Source: an optimization exercise on an open RTL-to-GDS flow (aim: small area). Production flows keep margins and buffers that such runs may drop. The RTL was checked by simulation tests, not by an equivalence proof against the original design.

File: flow/run.sh
#!/bin/bash
# synth_recipe.tcl (not shown) runs the flow's synth.tcl, then flattens the netlist and writes it again
# the make line also repeats each setting of config.mk as NAME=value (left out here)
make -C /OpenROAD-flow-scripts/flow DESIGN_CONFIG=/design/flow/config.mk WORK_HOME=/design/flow/orfs CLKGATE_MAP_FILE= SYNTH_SCRIPT=/design/flow/synth_recipe.tcl finish
File: flow/config.mk
export PLATFORM = sky130hd
export DESIGN_NAME = sprite_palette_bank
export DESIGN_NICKNAME = sprite_palette_bank
export VERILOG_FILES = /design/flow/design.v
export SDC_FILE = /design/flow/constraint.sdc
export NUM_CORES = 4
export LEC_CHECK = 0
export CAP_MARGIN = 20
export CORE_MARGIN = 2
export CORE_UTILIZATION = 30
export SLEW_MARGIN = 20
File: flow/constraint.sdc
create_clock -name core_clock -period 10.0 [get_ports {Clk}]
set_input_delay 2.0000 -clock core_clock [delete_from_list [all_inputs] [get_ports {Clk}]]
set_output_delay 2.0000 -clock core_clock [all_outputs]
set_load 0.01 [all_outputs]
File: flow/design.v
package palette_pkg;
    localparam int PKG_COLOR_W     = 4;
    localparam int DEFAULT_ENTRIES = 16;
    typedef struct packed {
        logic [PKG_COLOR_W-1:0] r;
        logic [PKG_COLOR_W-1:0] g;
        logic [PKG_COLOR_W-1:0] b;
    } rgb_t;
    typedef enum logic [1:0] {
        ST_IDLE    = 2'd0,
        ST_PENDING = 2'd1,
        ST_SYNC    = 2'd2
    } pal_state_e;
    localparam logic [DEFAULT_ENTRIES*3*PKG_COLOR_W-1:0] DEFAULT_PAL = {
        12'hFFF, 12'hFF5, 12'hF5F, 12'hF55,
        12'h5FF, 12'h5F5, 12'h55F, 12'h555,
        12'hAAA, 12'hA50, 12'hA0A, 12'hA00,
        12'h0AA, 12'h0A0, 12'h00A, 12'h000
    };
    function automatic [3*PKG_COLOR_W-1:0] default_rgb(input integer idx);
        default_rgb = DEFAULT_PAL[(idx % DEFAULT_ENTRIES)*3*PKG_COLOR_W +: 3*PKG_COLOR_W];
    endfunction
    function automatic integer scale_ch(input integer ch4, input integer w);
        scale_ch = (ch4 * ((1 << w) - 1)) / 15;
    endfunction
endpackage
module palette_bank_ram
#(
    parameter int IDX_W   = 4,
    parameter int ADDR_W  = 6,
    parameter int COLOR_W = 4
) (
    input  logic                 clk,
    input  logic                 rst,
    input  logic                 we,
    input  logic [ADDR_W-1:0]    waddr,
    input  logic [3*COLOR_W-1:0] wdata,
    input  logic [ADDR_W-1:0]    lk_addr,
    output logic [3*COLOR_W-1:0] lk_data,
    input  logic [ADDR_W-1:0]    cp_addr,
    output logic [3*COLOR_W-1:0] cp_data
);
    localparam int DEPTH = 1 << ADDR_W;
    localparam int RGB_W = 3 * COLOR_W;
    logic [RGB_W-1:0] mem_rd [DEPTH];
    genvar gi;
    generate
        for (gi = 0; gi < DEPTH; gi++) begin : g_entry
            localparam logic [3*palette_pkg::PKG_COLOR_W-1:0] DEF_RGB = palette_pkg::default_rgb(gi % (1 << IDX_W));
            localparam logic [RGB_W-1:0] DEF_WORD = {
                COLOR_W'(palette_pkg::scale_ch(int'(DEF_RGB[3*palette_pkg::PKG_COLOR_W-1 -: palette_pkg::PKG_COLOR_W]), COLOR_W)),
                COLOR_W'(palette_pkg::scale_ch(int'(DEF_RGB[2*palette_pkg::PKG_COLOR_W-1 -: palette_pkg::PKG_COLOR_W]), COLOR_W)),
                COLOR_W'(palette_pkg::scale_ch(int'(DEF_RGB[palette_pkg::PKG_COLOR_W-1:0]), COLOR_W))
            };
            logic [RGB_W-1:0] entry_q;
            logic [RGB_W-1:0] entry_d;
            always_comb begin
                entry_d = entry_q;
                if (we && (waddr == ADDR_W'(gi))) begin
                    entry_d = wdata;
                end
            end
            always_ff @(posedge clk or posedge rst) begin
                if (rst) begin
                    entry_q <= DEF_WORD;
                end else begin
                    entry_q <= entry_d;
                end
            end
            assign mem_rd[gi] = entry_q;
        end
    endgenerate
    assign lk_data = mem_rd[lk_addr];
    assign cp_data = mem_rd[cp_addr];
endmodule
module sprite_palette_bank
#(
    parameter int IDX_W   = 4,
    parameter int NUM_PAL = 2,
    parameter int COLOR_W = 4
) (
    input  logic                                      Clk,
    input  logic                                      Reset,
    input  logic                                      frame_start,
    input  logic                                      rd_valid,
    input  logic [((NUM_PAL > 1) ? $clog2(NUM_PAL) : 1)-1:0] rd_pal,
    input  logic [IDX_W-1:0]                          rd_idx,
    output logic                                      out_valid,
    output logic [COLOR_W-1:0]                        red,
    output logic [COLOR_W-1:0]                        green,
    output logic [COLOR_W-1:0]                        blue,
    output logic                                      transparent,
    input  logic                                      wr_en,
    input  logic [((NUM_PAL > 1) ? $clog2(NUM_PAL) : 1)-1:0] wr_pal,
    input  logic [IDX_W-1:0]                          wr_idx,
    input  logic [3*COLOR_W-1:0]                      wr_rgb,
    output logic                                      wr_ready,
    input  logic                                      commit_req,
    output logic                                      commit_busy
);
    localparam int PAL_W   = (NUM_PAL > 1) ? $clog2(NUM_PAL) : 1;
    localparam int ADDR_W  = PAL_W + IDX_W;
    localparam int ENTRIES = NUM_PAL * (1 << IDX_W);
    localparam int CNT_W   = (ENTRIES > 1) ? $clog2(ENTRIES) : 1;
    localparam int RGB_W   = 3 * COLOR_W;
    localparam logic SEL_A = 1'b0;
    palette_pkg::pal_state_e       state_q, state_d;
    logic             act_sel_q, act_sel_d;      
    logic [CNT_W-1:0] cnt_q, cnt_d;
    logic             out_valid_q, out_valid_d;
    logic [RGB_W-1:0] rgb_q, rgb_d;
    logic             transp_q, transp_d;
    logic             wr_ready_c;
    logic             copy_active;
    logic             sh_we;
    logic [ADDR_W-1:0] sh_addr;
    logic [RGB_W-1:0] sh_wdata;
    logic [ADDR_W-1:0] lk_addr;
    logic [ADDR_W-1:0] cp_addr;
    logic [RGB_W-1:0] lk_a, lk_b, cp_a, cp_b;
    logic [RGB_W-1:0] act_lk, act_cp;
    logic             we_a, we_b;
    always_comb begin
        state_d   = state_q;
        act_sel_d = act_sel_q;
        cnt_d     = cnt_q;
        wr_ready_c = 1'b0;
        case (state_q)
            palette_pkg::ST_IDLE: begin
                wr_ready_c = 1'b1;
                if (commit_req) begin
                    state_d = palette_pkg::ST_PENDING;
                end
            end
            palette_pkg::ST_PENDING: begin
                wr_ready_c = !frame_start;
                if (frame_start) begin
                    state_d   = palette_pkg::ST_SYNC;
                    act_sel_d = !act_sel_q;
                    cnt_d     = '0;
                end
            end
            palette_pkg::ST_SYNC: begin
                if (cnt_q == CNT_W'(ENTRIES - 1)) begin
                    state_d = palette_pkg::ST_IDLE;
                    cnt_d   = '0;
                end else begin
                    cnt_d = cnt_q + 1'b1;
                end
            end
            default: begin
                state_d = palette_pkg::ST_IDLE;
                cnt_d   = '0;
            end
        endcase
    end
    always_ff @(posedge Clk or posedge Reset) begin
        if (Reset) begin
            state_q   <= palette_pkg::ST_IDLE;
            act_sel_q <= SEL_A;
            cnt_q     <= '0;
        end else begin
            state_q   <= state_d;
            act_sel_q <= act_sel_d;
            cnt_q     <= cnt_d;
        end
    end
    assign copy_active = (state_q == palette_pkg::ST_SYNC);
    assign cp_addr     = ADDR_W'(cnt_q);
    assign lk_addr     = {rd_pal, rd_idx};
    assign act_lk      = (act_sel_q == SEL_A) ? lk_a : lk_b;
    assign act_cp      = (act_sel_q == SEL_A) ? cp_a : cp_b;
    assign sh_we       = (wr_en && wr_ready_c) || copy_active;
    assign sh_addr     = copy_active ? cp_addr : {wr_pal, wr_idx};
    assign sh_wdata    = copy_active ? act_cp : wr_rgb;
    assign we_a        = sh_we && (act_sel_q != SEL_A);
    assign we_b        = sh_we && (act_sel_q == SEL_A);
    palette_bank_ram #(.IDX_W(IDX_W), .ADDR_W(ADDR_W), .COLOR_W(COLOR_W)) u_bank_a (
        .clk     (Clk),
        .rst     (Reset),
        .we      (we_a),
        .waddr   (sh_addr),
        .wdata   (sh_wdata),
        .lk_addr (lk_addr),
        .lk_data (lk_a),
        .cp_addr (cp_addr),
        .cp_data (cp_a)
    );
    palette_bank_ram #(.IDX_W(IDX_W), .ADDR_W(ADDR_W), .COLOR_W(COLOR_W)) u_bank_b (
        .clk     (Clk),
        .rst     (Reset),
        .we      (we_b),
        .waddr   (sh_addr),
        .wdata   (sh_wdata),
        .lk_addr (lk_addr),
        .lk_data (lk_b),
        .cp_addr (cp_addr),
        .cp_data (cp_b)
    );
    always_comb begin
        out_valid_d = rd_valid;
        rgb_d       = rgb_q;
        transp_d    = transp_q;
        if (rd_valid) begin
            rgb_d    = act_lk;
            transp_d = 1'b0;
        end
    end
    always_ff @(posedge Clk or posedge Reset) begin
        if (Reset) begin
            out_valid_q <= 1'b0;
            rgb_q       <= '0;
            transp_q    <= 1'b0;
        end else begin
            out_valid_q <= out_valid_d;
            rgb_q       <= rgb_d;
            transp_q    <= transp_d;
        end
    end
    assign out_valid   = out_valid_q;
    assign red         = rgb_q[RGB_W-1 -: COLOR_W];
    assign green       = rgb_q[2*COLOR_W-1 -: COLOR_W];
    assign blue        = rgb_q[COLOR_W-1:0];
    assign transparent = transp_q;
    assign wr_ready    = wr_ready_c;
    assign commit_busy = (state_q != palette_pkg::ST_IDLE);
endmodule
==> impl_metrics.ini <==
[worst_setup_path]
start_kind = flop
slowest_delay_ns = 1.04
cp_num_buf_inv = 4
cp_max_fo = 32
crit_chain = inv_1, ha_1, buf_4, inv_1, o21ai_0, o221ai_2, and3_1, buf_4, a2111oi_2, a2bb2oi_4, o21ai_0
critPathSlowestCell = a2111oi_2
reg2reg_depth = 11
worstPathRequired_ns = 10.54
worst-endpoint-arrival_ns = 6.76
critPathTopFamily = compound AO/OA/AOI/OAI gates
worstSetupPathType = flop to flop
end_kind = flop
crit_cells = 11

[clocking]
clock_path_buffers = 3
h-tree-depth = 3
ctsResizeCount = 0
cts_tree = done
clock_latency_ns = 0.72
cts_buffers = 92
clkTransAtPathRegs_ns = 0.06
cts_root_buf = clkbuf_16
cts.sinks = 789
cts_setup_buffers = 0
postCtsHoldBufs = 0

[synthesis]
yosysTopAreaCell = dfrtp_1
ys.flop_type = dfrtp_1
synth_seq_area_share_pct = 49.9
ys_ff_latch = 789
synth.distinct_cells = 91
synth_area_leaders = dfrtp_1 25%, dfstp_2 25%, a22oi_1 7.9%
synth_edf_count = 0
synth_top_cell_area_share_pct = 25.0
post-synth-top-count-cell = nand2_1
synthArstFlopShare_pct = 100
synth_commonest_cells = 614 x nand2_1, 426 x a22oi_1, 405 x dfrtp_1
syn_inst = 4196
avgSynthCellArea_um2 = 9.67
synth_fp_nets = 4230
yosysWarnings = 3
synth_area_um2 = 40600

[routing]
drt-met1-wl_mm = 98.1
via_count = 41415
vias_per_cell = 6.87
first_iter_violations = 8699
dr.max_layer_used = met5
wl_met3_mm = 40.4
drcViolationCount = 0
postRouteAntennaNets = 0
avgRoutedWirePerCell_um = 43.5
met2_length_mm = 99.3
wirelength_mm = 262
dr.pass1.iters = 8

[global_routing]
grt_max_degree = 152
grt_pass1_wl_mm = 348
grt.overflow.total = 0
grt.total_usage_pct = 37.3
grt_pass1_vias = 38196
grt_antenna_before_repair = 43

[pwr]
ir_worst_vdd_v = 0.000134
power.switching_mw = 5.73
leakage_nw = 18.2
p_comb_share_pct = 26.2
seqPwrFrac_pct = 47.3
total_power_mw = 14.1
powerDensity_nw_per_um2 = 300
power_frac_clock_pct = 26.4
swShare_pct = 40.8
p_int_mw = 8.33

[timing]
fin_setup_tns_ns = 0
hold_viol = 0
worst_pin_slew_ns = 1.35
fin_crit_sh_pct = 62.3
finalClockSkew_ns = 0.0264
setup_viol = 0
fin_crit_ns = 6.23
clock.fmax_ghz = 0.161
drv_slew = 0
timing.slew.headroom_pct = 9.86
rsz0062_at_grt = no

[cells_and_area]
drive_gt1_share_pct = 24.7
fill_cells = 13639
nets = 4201
area_delta_synth_final_pct = 15.6
final_core_util_pct = 35.1
instances_no_fill = 6030

[place]
place_congestion = 1.07
dp_hpwl_mm = 176
dp_cells = 5840
portBuffers = 42

[floorplan]
die_x_um = 372
die_y_um = 372
row_count = 134
dieArea_um2 = 138000
initial_core_util_pct = 30.3
core-area_um2 = 134000
io_pins = 44

[run]
maxCapViolCount = 0

[worst_hold_path]
hold_path.class = flop to flop
hold_depth = 2

[outcome]
status = finished clean
[layout make-up]
type	count	area [um2]	area share, %
Clock buffer	133	2680	5.71
Inverter	20	78.8	0.168
Multi-Input combinational cell	3031	19100	40.8
Tap cell	1768	2210	4.72
Clock inverter	37	573	1.22
Timing Repair Buffer	233	1930	4.11
Antenna cell	19	47.5	0.101
Sequential cell	789	20200	43.1
[cells by family (layout without fill, tap and decap cells)]
logic type | Yosys count | after routing | synth area share, %
AOI/OAI and AO/OA | 1478 | 1478 | 24.6
and+or+nand+nor | 1304 | 1304 | 14.3
DFF | 789 | 789 | 49.9
buffers and inverters | 376 | 423 | 4.22
muxes | 240 | 240 | 6.79
adders and majority gates | 6 | 6 | 0.185
xor gates and xnor gates | 2 | 2 | 0.0432
other | 1 | 20 | 0.00925
[per-stage QoR]
step                hold slack (ns)  setup slack (ns)  area [um2]
floorplan                     0.450             -2.51       40600
global placement              0.461              3.64       43500
detailed placement            0.470              3.87       43600
CTS                           0.483              4.13       46800
global route                  0.508              3.99       46900
finish                        0.484              3.77       46900
[registers in the layout, indices dropped and copies added, names as in the netlist]
signal and cells:
out_valid_q 1, rgb_q 12, u_bank_b.g_entry.entry_q 384, cnt_q 5, act_sel_q 1, u_bank_a.g_entry.entry_q 384
state_q 2
[worst paths after layout]
path | to | startpoint | slack (ns)
max | u_bank_b.g_entry[17].entry_q[2]$_DFFE_PP0P_ | cnt_q[0]$_DFFE_PP0P_ | 3.77
min | u_bank_b.g_entry[0].entry_q[0]$_DFFE_PP0P_ | u_bank_b.g_entry[0].entry_q[0]$_DFFE_PP0P_ | 0.48
max reg2reg | u_bank_b.g_entry[17].entry_q[2]$_DFFE_PP0P_ | cnt_q[0]$_DFFE_PP0P_ | 3.77
min reg2reg | u_bank_b.g_entry[0].entry_q[0]$_DFFE_PP0P_ | u_bank_b.g_entry[0].entry_q[0]$_DFFE_PP0P_ | 0.48
max in group asynchronous | cnt_q[4]$_DFFE_PP0P_ | Reset | 6.24
min in group asynchronous | u_bank_b.g_entry[23].entry_q[2]$_DFFE_PP0P_ | Reset | 1.76
[cells in the final DEF (no fill, tap or decap), drive strengths merged, types with 37 or more instances in the layout]
| master | count |
|---|---|
| a21oi | 220 |
| a221oi | 59 |
| a22o | 71 |
| a22oi | 426 |
| a31oi | 38 |
| and3 | 37 |
| buf | 191 |
| clkbuf | 133 |
| clkdlybuf4s50 | 42 |
| dfrtp | 405 |
| dfstp | 384 |
| mux2 | 203 |
| nand2 | 614 |
| nand3 | 48 |
| nand4 | 72 |
| nor2 | 373 |
| o21ai | 412 |
[worst register-to-register path, delay by kind of cell (launching register included)]
family	cells	cell delay (ns)
adders and majority gates	1	0.85
and+or+nand+nor	1	0.47
buffers and inverters	4	1.58
AOI/OAI and AO/OA	5	2.65
DFF	1	0.49
[routing by layer]
metal	up-vias	track usage (%)
met4	42	25.6
met3	1356	18.2
met2	3954	49.4
li1	15622	-
met1	20441	46.8
met5	-	0.804
[power by group through the flow]
| stage | Sequential (mW) | Clock (mW) | Combinational [mW] |
|---|---|---|---|
| 5_1_grt | 6.65 | 3.86 | 3.86 |
| 6_report | 6.66 | 3.72 | 3.69 |
| 4_1_cts | 6.50 | 3.73 | 3.49 |
| 3_5_place_dp | 6.53 | 0 | 3.49 |
| 2_1_floorplan | 5.61 | 0 | 2.23 |
| 3_3_place_gp | 6.55 | 0 | 3.41 |

==> port drivers added, routing unchanged <==
How much do the figures lean on ideal ports? The routed layout below was timed once more, with nothing changed but the port constraints. Step 1 assumes that a clkbuf_16 drives the clock port and a buf_2 every other input. Step 2 times the ports against the registers' clock, not the clock port: input delays grow and output delays shrink by t, the midpoint of the rising clock arrivals with the driver on. Three values: no drivers, after step 1, after step 2; two values: the first two.
t (ns): 0.779
setup WS [ns]: 3.774 / 3.774 / 3.306
clock arrival spread, ns: 0.030 / 0.030
After both steps this run still meets setup and hold. For this run, drivers alone change the setup slack by 0.000 ns; drivers and shift together by -0.468 ns.
